This is an optimization exercise on Yosys and OpenROAD, whose aim is a short achievable clock period and few clock cycles per item, not a production implementation. At most, simulation tests tie the RTL to the original design; equivalence was not proved. Power figures rest on the tool's default switching activity, not on a simulated workload.

==> inputs of run Y <==
Design neighborhood_crowding_growth_rate_unit, start of the top module:
module neighborhood_crowding_growth_rate_unit (
  input  logic                   clk,
  input  logic                   rst,
  input  logic                   cfg_we,
  input  logic [2:0]             cfg_index,
  input  logic [19:0]            cfg_data,
  input  logic                   item_valid,
  output logic                   item_ready,
  input  logic [19:0]            item_density_code,
  input  logic [19:0]            item_occupant_label,
  input  logic [1:0]             item_position_stage,
  input  logic [1:0]             item_center_type,
  input  logic signed [23:0]     item_inherent_rate,
  input  logic                   item_last_position,
  output logic                   result_valid,
  input  logic                   result_ready,
  output logic signed [31:0]     result_adjusted_rate,
  output logic [5:0]             result_r_neighbors,
  output logic [6:0]             result_k_neighbors,
  output logic [6:0]             result_total_neighbors
);
Settings: LEC_CHECK=0, ABC_CLOCK_PERIOD_IN_PS=3000, CAP_MARGIN=20, CORE_MARGIN=2, CORE_UTILIZATION=65, PLACE_DENSITY=0.75, SLEW_MARGIN=20; clock period 11.0 ns.
standard.sh (not shown) runs the stock make flow with config.mk's settings and CLKGATE_MAP_FILE= SYNTH_SCRIPT=/design/flow/synth_recipe.tcl, a recipe that flattens the netlist after the stock synthesis.
==> flow/flow/run.sh <==
#!/bin/bash
# Standard layout, with timing repair aiming well below the clock period.
set -euo pipefail
export SETUP_SLACK_MARGIN=7.8
bash standard.sh > standard_flow.log 2>&1
==> run R (differences from run Y) <==
--- a/flow/design.v
+++ b/flow/design.v
@@ -405,23 +405,23 @@
   end
   logic        f0_v, f0_crowd, f0_big;
   logic [31:0] f0_q;
   logic [5:0]  f0_rc;
   logic [6:0]  f0_kc;
   logic [23:0] f0_rate;
   always_ff @(posedge clk) begin
     if (rst) ring_rp <= '0;
-    else if (dv_v[QSTAGES]) ring_rp <= ring_rp + 1'b1;
-    f0_v     <= !rst && dv_v[QSTAGES];
-    f0_crowd <= dv_crowd[QSTAGES];
-    f0_big   <= dv_big[QSTAGES];
-    f0_q     <= dv_dq[QSTAGES];
+    else if (dv_v[QSTAGES-1]) ring_rp <= ring_rp + 1'b1;
     {f0_rc, f0_kc, f0_rate} <= ring[ring_rp];
   end
+  assign f0_v     = dv_v[QSTAGES];
+  assign f0_crowd = dv_crowd[QSTAGES];
+  assign f0_big   = dv_big[QSTAGES];
+  assign f0_q     = dv_dq[QSTAGES];
   logic        f1_v, f1_crowd, f1_big, f1_neg, f1_c;
   logic [16:0] f1_lo, f1_hi0, f1_hi1;
   logic [5:0]  f1_rc;
   logic [6:0]  f1_kc, f1_n;
   logic [23:0] f1_rate;
   logic [33:0] fq_a, fq_b;
   logic [17:0] fq_lo;
   assign fq_a  = {{10{f0_rate[23]}}, f0_rate};
Settings changed: CORE_UTILIZATION 65 to 48, PLACE_DENSITY 0.75 to 0.6.
==> run X (differences from run Y) <==
--- a/flow/design.v
+++ b/flow/design.v
@@ -217,19 +217,16 @@
     w1_s     <= s2_cnt_n;
     w1_ctype <= b_ctype;
     w1_rate  <= b_rate;
   end
   logic        w1_use_r;
   logic [6:0]  w1_kc;
   assign w1_use_r = w1_ctype == TYPE_R;
   assign w1_kc    = {1'b0, w1_k} + {1'b0, w1_s};
-  logic [23:0] w1_abs;
-  ncgr_ks_add #(24) u_abs (.a(w1_rate ^ {24{w1_rate[23]}}), .b(24'd0), .ci(w1_rate[23]),
-                           .s(w1_abs), .co());
   logic        w2_v, w2_use_r, w2_elig;
   logic [5:0]  w2_rc;
   logic [6:0]  w2_kc, w2_n, w2_mb;
   logic [15:0] w2_ma;
   logic [17:0] w2_ma3;
   logic [14:0] w2_lim;
   logic [23:0] w2_rate, w2_arate;
   always_ff @(posedge clk) begin
@@ -239,17 +236,17 @@
     w2_rc    <= w1_r;
     w2_kc    <= w1_kc;
     w2_n     <= {1'b0, w1_r} + {1'b0, w1_k} + {1'b0, w1_s};
     w2_mb    <= w1_use_r ? w1_kc : {1'b0, w1_r};
     w2_ma    <= w1_use_r ? alpha : beta;
     w2_ma3   <= w1_use_r ? alpha3 : beta3;
     w2_lim   <= w1_use_r ? r_limit : k_limit;
     w2_rate  <= w1_rate;
-    w2_arate <= w1_abs;
+    w2_arate <= w1_rate[23] ? 24'(-w1_rate) : w1_rate;
   end
   logic [36:0]    ring [CAP];
   logic [FAW-1:0] ring_wp, ring_rp;
   always_ff @(posedge clk) begin
     if (rst) ring_wp <= '0;
     else if (w2_v) ring_wp <= ring_wp + 1'b1;
     if (w2_v) ring[ring_wp] <= {w2_rc, w2_kc, w2_rate};
   end
@@ -265,98 +262,74 @@
       2'd2: dig = {1'b0, m, 1'b0};
       default: dig = m3;
     endcase
   endfunction
   assign w2_d0 = dig(w2_mb[1:0], w2_ma, w2_ma3);
   assign w2_d1 = dig(w2_mb[3:2], w2_ma, w2_ma3);
   assign w2_d2 = dig(w2_mb[5:4], w2_ma, w2_ma3);
   assign w2_d3 = w2_mb[6] ? {2'b0, w2_ma} : 18'd0;
-  logic [19:0] w2_pa;
-  logic [18:0] w2_pb;
-  ncgr_ks_add #(20) u_pa (.a({2'b0, w2_d0}), .b({w2_d1, 2'b0}), .ci(1'b0), .s(w2_pa), .co());
-  ncgr_ks_add #(19) u_pb (.a({1'b0, w2_d2}), .b({w2_d3[16:0], 2'b0}), .ci(1'b0), .s(w2_pb),
-                          .co());
   logic [22:0] w3_nl;
   logic [23:0] w3_arate;
   always_ff @(posedge clk) begin
     w3_v     <= !rst && w2_v;
     w3_use_r <= w2_use_r;
     w3_crowd <= w2_elig && {w2_n, 8'b0} >= w2_lim;
-    w3_pa    <= w2_pa;
-    w3_pb    <= w2_pb;
+    w3_pa    <= {2'b0, w2_d0} + {w2_d1, 2'b0};
+    w3_pb    <= {1'b0, w2_d2} + {w2_d3[16:0], 2'b0};
     w3_nl    <= 23'({w2_n, 8'b0}) - 23'(w2_lim);
     w3_arate <= w2_arate;
   end
-  logic [22:0] w3_c;
-  logic [25:0] w3_arate3;
-  ncgr_csa_add #(23) u_c (.a(w3_nl), .b(23'(w3_pa)), .c(23'({w3_pb, 4'b0})), .s(w3_c));
-  ncgr_ks_add #(26) u_a3 (.a({2'b0, w3_arate}), .b({1'b0, w3_arate, 1'b0}), .ci(1'b0),
-                          .s(w3_arate3), .co());
   logic        w4_v, w4_use_r, w4_crowd;
   logic [22:0] w4_c;
   logic [23:0] w4_arate;
   logic [25:0] w4_arate3;
   always_ff @(posedge clk) begin
     w4_v     <= !rst && w3_v;
     w4_use_r <= w3_use_r;
     w4_crowd <= w3_crowd;
-    w4_c     <= w3_c;
+    w4_c     <= w3_nl + 23'(w3_pa) + 23'({w3_pb, 4'b0});
     w4_arate <= w3_arate;
-    w4_arate3 <= w3_arate3;
+    w4_arate3 <= {2'b0, w3_arate} + {1'b0, w3_arate, 1'b0};
   end
   function automatic logic [25:0] rdig(input logic [1:0] d, input logic [23:0] m,
                                        input logic [25:0] m3);
     unique case (d)
       2'd0: rdig = '0;
       2'd1: rdig = {2'b0, m};
       2'd2: rdig = {1'b0, m, 1'b0};
       default: rdig = m3;
     endcase
   endfunction
-  logic [27:0] w4_pp [6];
-  for (genvar i = 0; i < 6; i++) begin : g_pp
-    ncgr_ks_add #(28) u_pp (
-      .a ({2'b0, rdig(2'({1'b0, w4_c} >> (4 * i)), w4_arate, w4_arate3)}),
-      .b ({rdig(2'({1'b0, w4_c} >> (4 * i + 2)), w4_arate, w4_arate3), 2'b0}),
-      .ci(1'b0), .s(w4_pp[i]), .co());
-  end
   logic        w5_v, w5_use_r, w5_crowd;
   logic [27:0] w5_pp [6];
   always_ff @(posedge clk) begin
     w5_v     <= !rst && w4_v;
     w5_use_r <= w4_use_r;
     w5_crowd <= w4_crowd;
     for (int i = 0; i < 6; i++)
-      w5_pp[i] <= w4_pp[i];
+      w5_pp[i] <= {2'b0, rdig(2'({1'b0, w4_c} >> (4 * i)), w4_arate, w4_arate3)} +
+                  {rdig(2'({1'b0, w4_c} >> (4 * i + 2)), w4_arate, w4_arate3), 2'b0};
   end
-  logic [35:0] w5_g0, w5_g1;
-  ncgr_csa_add #(36) u_g0 (.a(36'(w5_pp[0])), .b({4'b0, w5_pp[1], 4'b0}), .c({w5_pp[2], 8'b0}),
-                           .s(w5_g0));
-  ncgr_csa_add #(36) u_g1 (.a(36'(w5_pp[3])), .b({4'b0, w5_pp[4], 4'b0}), .c({w5_pp[5], 8'b0}),
-                           .s(w5_g1));
   logic        w6_v, w6_use_r, w6_crowd;
   logic [35:0] w6_g0, w6_g1;
   always_ff @(posedge clk) begin
     w6_v     <= !rst && w5_v;
     w6_use_r <= w5_use_r;
     w6_crowd <= w5_crowd;
-    w6_g0    <= w5_g0;
-    w6_g1    <= w5_g1;
+    w6_g0    <= 36'(w5_pp[0]) + {4'b0, w5_pp[1], 4'b0} + {w5_pp[2], 8'b0};
+    w6_g1    <= 36'(w5_pp[3]) + {4'b0, w5_pp[4], 4'b0} + {w5_pp[5], 8'b0};
   end
-  logic [33:0] w6_ahi;
-  ncgr_ks_add #(34) u_a (.a({10'b0, w6_g0[35:12]}), .b(w6_g1[33:0]), .ci(1'b0), .s(w6_ahi),
-                         .co());
   logic        w7_v, w7_use_r, w7_crowd;
   logic [45:0] w7_a;
   always_ff @(posedge clk) begin
     w7_v     <= !rst && w6_v;
     w7_use_r <= w6_use_r;
     w7_crowd <= w6_crowd;
-    w7_a     <= {w6_ahi, w6_g0[11:0]};
+    w7_a     <= 46'(w6_g0) + {w6_g1[33:0], 12'b0};
   end
   logic        w7_big;
   assign w7_big = w7_use_r ? {1'b0, w7_a[45:31]} >= cr_q
                            : {1'b0, w7_a[45:31]} >= ck_q;
   logic        dv_v    [QSTAGES+1];
   logic        dv_use_r[QSTAGES+1];
   logic        dv_crowd[QSTAGES+1];
   logic        dv_big  [QSTAGES+1];
@@ -371,24 +344,22 @@
     dv_dq[0]    <= {w7_a[30:0], 1'b0};
   end
   for (genvar i = 0; i < QSTAGES; i++) begin : g_div
     logic [17:0] r4;
     logic [18:0] tr1, tr2, tr3, tk1, tk2, tk3;
     logic [1:0]  qr, qk;
     logic [15:0] rnr, rnk;
     assign r4  = {dv_rem[i], dv_dq[i][31:30]};
-    ncgr_ks_add #(19) u_r1 (.a({1'b0, r4}), .b(~{3'b0, dcr1[i/4]}), .ci(1'b1), .s(tr1), .co());
-    ncgr_ks_add #(19) u_r2 (.a({1'b0, r4}), .b(~{2'b0, dcr1[i/4], 1'b0}), .ci(1'b1), .s(tr2),
-                            .co());
-    ncgr_ks_add #(19) u_r3 (.a({1'b0, r4}), .b(~{1'b0, dcr3[i/4]}), .ci(1'b1), .s(tr3), .co());
-    ncgr_ks_add #(19) u_k1 (.a({1'b0, r4}), .b(~{3'b0, dck1[i/4]}), .ci(1'b1), .s(tk1), .co());
-    ncgr_ks_add #(19) u_k2 (.a({1'b0, r4}), .b(~{2'b0, dck1[i/4], 1'b0}), .ci(1'b1), .s(tk2),
-                            .co());
-    ncgr_ks_add #(19) u_k3 (.a({1'b0, r4}), .b(~{1'b0, dck3[i/4]}), .ci(1'b1), .s(tk3), .co());
+    assign tr1 = {1'b0, r4} - {3'b0, dcr1[i/4]};
+    assign tr2 = {1'b0, r4} - {2'b0, dcr1[i/4], 1'b0};
+    assign tr3 = {1'b0, r4} - {1'b0, dcr3[i/4]};
+    assign tk1 = {1'b0, r4} - {3'b0, dck1[i/4]};
+    assign tk2 = {1'b0, r4} - {2'b0, dck1[i/4], 1'b0};
+    assign tk3 = {1'b0, r4} - {1'b0, dck3[i/4]};
     always_comb begin
       if (!tr3[18])      begin qr = 2'd3; rnr = tr3[15:0]; end
       else if (!tr2[18]) begin qr = 2'd2; rnr = tr2[15:0]; end
       else if (!tr1[18]) begin qr = 2'd1; rnr = tr1[15:0]; end
       else               begin qr = 2'd0; rnr = r4[15:0];  end
       if (!tk3[18])      begin qk = 2'd3; rnk = tk3[15:0]; end
       else if (!tk2[18]) begin qk = 2'd2; rnk = tk2[15:0]; end
       else if (!tk1[18]) begin qk = 2'd1; rnk = tk1[15:0]; end
@@ -421,30 +392,26 @@
   logic [16:0] f1_lo, f1_hi0, f1_hi1;
   logic [5:0]  f1_rc;
   logic [6:0]  f1_kc, f1_n;
   logic [23:0] f1_rate;
   logic [33:0] fq_a, fq_b;
   logic [17:0] fq_lo;
   assign fq_a  = {{10{f0_rate[23]}}, f0_rate};
   assign fq_b  = f0_rate[23] ? {2'b0, f0_q} : ~{2'b0, f0_q};
-  logic [16:0] fq_hi0, fq_hi1;
-  ncgr_ks_add #(17) u_lo (.a(fq_a[16:0]), .b(fq_b[16:0]), .ci(!f0_rate[23]), .s(fq_lo[16:0]),
-                          .co(fq_lo[17]));
-  ncgr_ks_add #(17) u_h0 (.a(fq_a[33:17]), .b(fq_b[33:17]), .ci(1'b0), .s(fq_hi0), .co());
-  ncgr_ks_add #(17) u_h1 (.a(fq_a[33:17]), .b(fq_b[33:17]), .ci(1'b1), .s(fq_hi1), .co());
+  assign fq_lo = {1'b0, fq_a[16:0]} + {1'b0, fq_b[16:0]} + 18'(!f0_rate[23]);
   always_ff @(posedge clk) begin
     f1_v     <= !rst && f0_v;
     f1_crowd <= f0_crowd;
     f1_big   <= f0_big;
     f1_neg   <= f0_rate[23];
     f1_lo    <= fq_lo[16:0];
     f1_c     <= fq_lo[17];
-    f1_hi0   <= fq_hi0;
-    f1_hi1   <= fq_hi1;
+    f1_hi0   <= fq_a[33:17] + fq_b[33:17];
+    f1_hi1   <= fq_a[33:17] + fq_b[33:17] + 17'd1;
     f1_rc    <= f0_rc;
     f1_kc    <= f0_kc;
     f1_n     <= {1'b0, f0_rc} + f0_kc;
     f1_rate  <= f0_rate;
   end
   logic        f2_v;
   logic [51:0] f2_data;
   logic [31:0] f1_res;
@@ -500,54 +467,8 @@
     end
   end
   assign result_valid           = out_valid;
   assign result_adjusted_rate   = out_data[51:20];
   assign result_r_neighbors     = out_data[19:14];
   assign result_k_neighbors     = out_data[13:7];
   assign result_total_neighbors = out_data[6:0];
 endmodule
-module ncgr_ks_add #(
-  parameter int W = 8
-) (
-  input  logic [W-1:0] a,
-  input  logic [W-1:0] b,
-  input  logic         ci,
-  output logic [W-1:0] s,
-  output logic         co
-);
-  localparam int L = (W <= 2) ? 1 : (W <= 4) ? 2 : (W <= 8) ? 3 : (W <= 16) ? 4 : (W <= 32) ? 5 : 6;
-  logic [(L+1)*W-1:0] g;
-  logic [(L+1)*W-1:0] p;
-  logic [W:0]         c;
-  assign g[W-1:0] = a & b;
-  assign p[W-1:0] = a ^ b;
-  for (genvar l = 0; l < L; l++) begin : g_lvl
-    for (genvar i = 0; i < W; i++) begin : g_bit
-      if (i >= (1 << l)) begin : g_op
-        assign g[(l+1)*W + i] = g[l*W + i] | (p[l*W + i] & g[l*W + i - (1 << l)]);
-        assign p[(l+1)*W + i] = p[l*W + i] & p[l*W + i - (1 << l)];
-      end else begin : g_pass
-        assign g[(l+1)*W + i] = g[l*W + i];
-        assign p[(l+1)*W + i] = p[l*W + i];
-      end
-    end
-  end
-  assign c[0] = ci;
-  for (genvar i = 0; i < W; i++) begin : g_carry
-    assign c[i+1] = g[L*W + i] | (p[L*W + i] & ci);
-  end
-  assign s  = p[W-1:0] ^ c[W-1:0];
-  assign co = c[W];
-endmodule
-module ncgr_csa_add #(
-  parameter int W = 8
-) (
-  input  logic [W-1:0] a,
-  input  logic [W-1:0] b,
-  input  logic [W-1:0] c,
-  output logic [W-1:0] s
-);
-  logic [W-1:0] x, y;
-  assign x = a ^ b ^ c;
-  assign y = (a & b) | (a & c) | (b & c);
-  ncgr_ks_add #(W) u_add (.a(x), .b({y[W-2:0], 1'b0}), .ci(1'b0), .s(s), .co());
-endmodule
Settings changed: CORE_UTILIZATION 65 to 80, PLACE_DENSITY 0.75 to 0.88.
==> comparison table <==
quantity	run R	run Y	run X
Clock sink count	4612	4647	4646
TritonCTS clock tree	built	built	-
Remaining max-slew budget at the tightest pin	12.37%	9.634%	-
Buffers and inverters on the worst path	2	9	-
Fraction of area in registers	37.24%	37.93%	-
Via count of the first global-routing pass	184.1k	190.8k	-
Clk pwr	16.9 mW	16.7 mW	-
Number of clock buffer instances in the layout	660	599	-
Synthesized area	245800 µm²	248200 µm²	255900 µm²
Count of inverters other than clock inverters in the layout	756	750	-
Synthesized-area fraction occupied by adder cells	11.78%	11.67%	11.87%
Post-route worst hold slack	294.1 ps	259.3 ps	-
Total met2 wirelength after detailed routing	384.6 mm	384.3 mm	-
Setup Fix Bufs, Post-CTS	1074	985	1197
Cells after Synth	22.29k	22.41k	23.69k
XOR/XNOR Fraction of Synth Area	9.996%	10.01%	10.22%
Area Overhead vs Synth	25.28%	22.51%	-
Antenna violations before repair	102	130	-
Number of cells upsized or downsized after cts	3044	2474	3047
Avg Cell Area, Syn	11.02 µm²	11.08 µm²	10.80 µm²
Met1 wire length	351.0 mm	313.2 mm	-
Length of the first detailed-routing pass in iterations	6	10	-
Number of placement rows	262	226	207
Outcome	finished clean	finished clean	stopped before the end
Last stage reached	-	-	4_1_cts
WL final	867.3 mm	894.2 mm	-
Critical path arrival	5050 ps	4750 ps	-
Internal	53.05 mW	52.57 mW	-
Testbench counts of run Y, summed over its fixed seeds: cycles 24,336, positions 24,091.
Testbench counts of run R, summed over its fixed seeds: cycles 24,329, positions 24,091.
No functional check of the RTL was part of run X.

separate check: timing with driven ports:
In the flow no input, the clock included, has a driving cell. The finished layouts below were timed again as built, in two steps. Step 1 assumes that a clkbuf_16 drives the clock port and a buf_2 every other input. Step 2 moves the port delays by t, midway between the first and last clock arrival at a register: inputs arrive t later, outputs are due t later. That takes back most of the time a late clock gives input paths. Slacks: ideal ports / drivers / drivers and shift; pairs: ideal ports / drivers.
run	t (ns)	slack for setup (ns)	worst setup path after step 2	worst slew at a driven data input, ns	pins driven straight from the clock port
run Y	1.148	7.114 / 7.114 / 6.701	input to register	0.15	1
run R	1.168	6.912 / 6.912 / 6.775	input to register	0.17	1
After both steps every run listed still meets setup and hold. The setup slack of run Y, which loses most, moves by 0.000 ns with the drivers and by -0.413 ns with both steps.
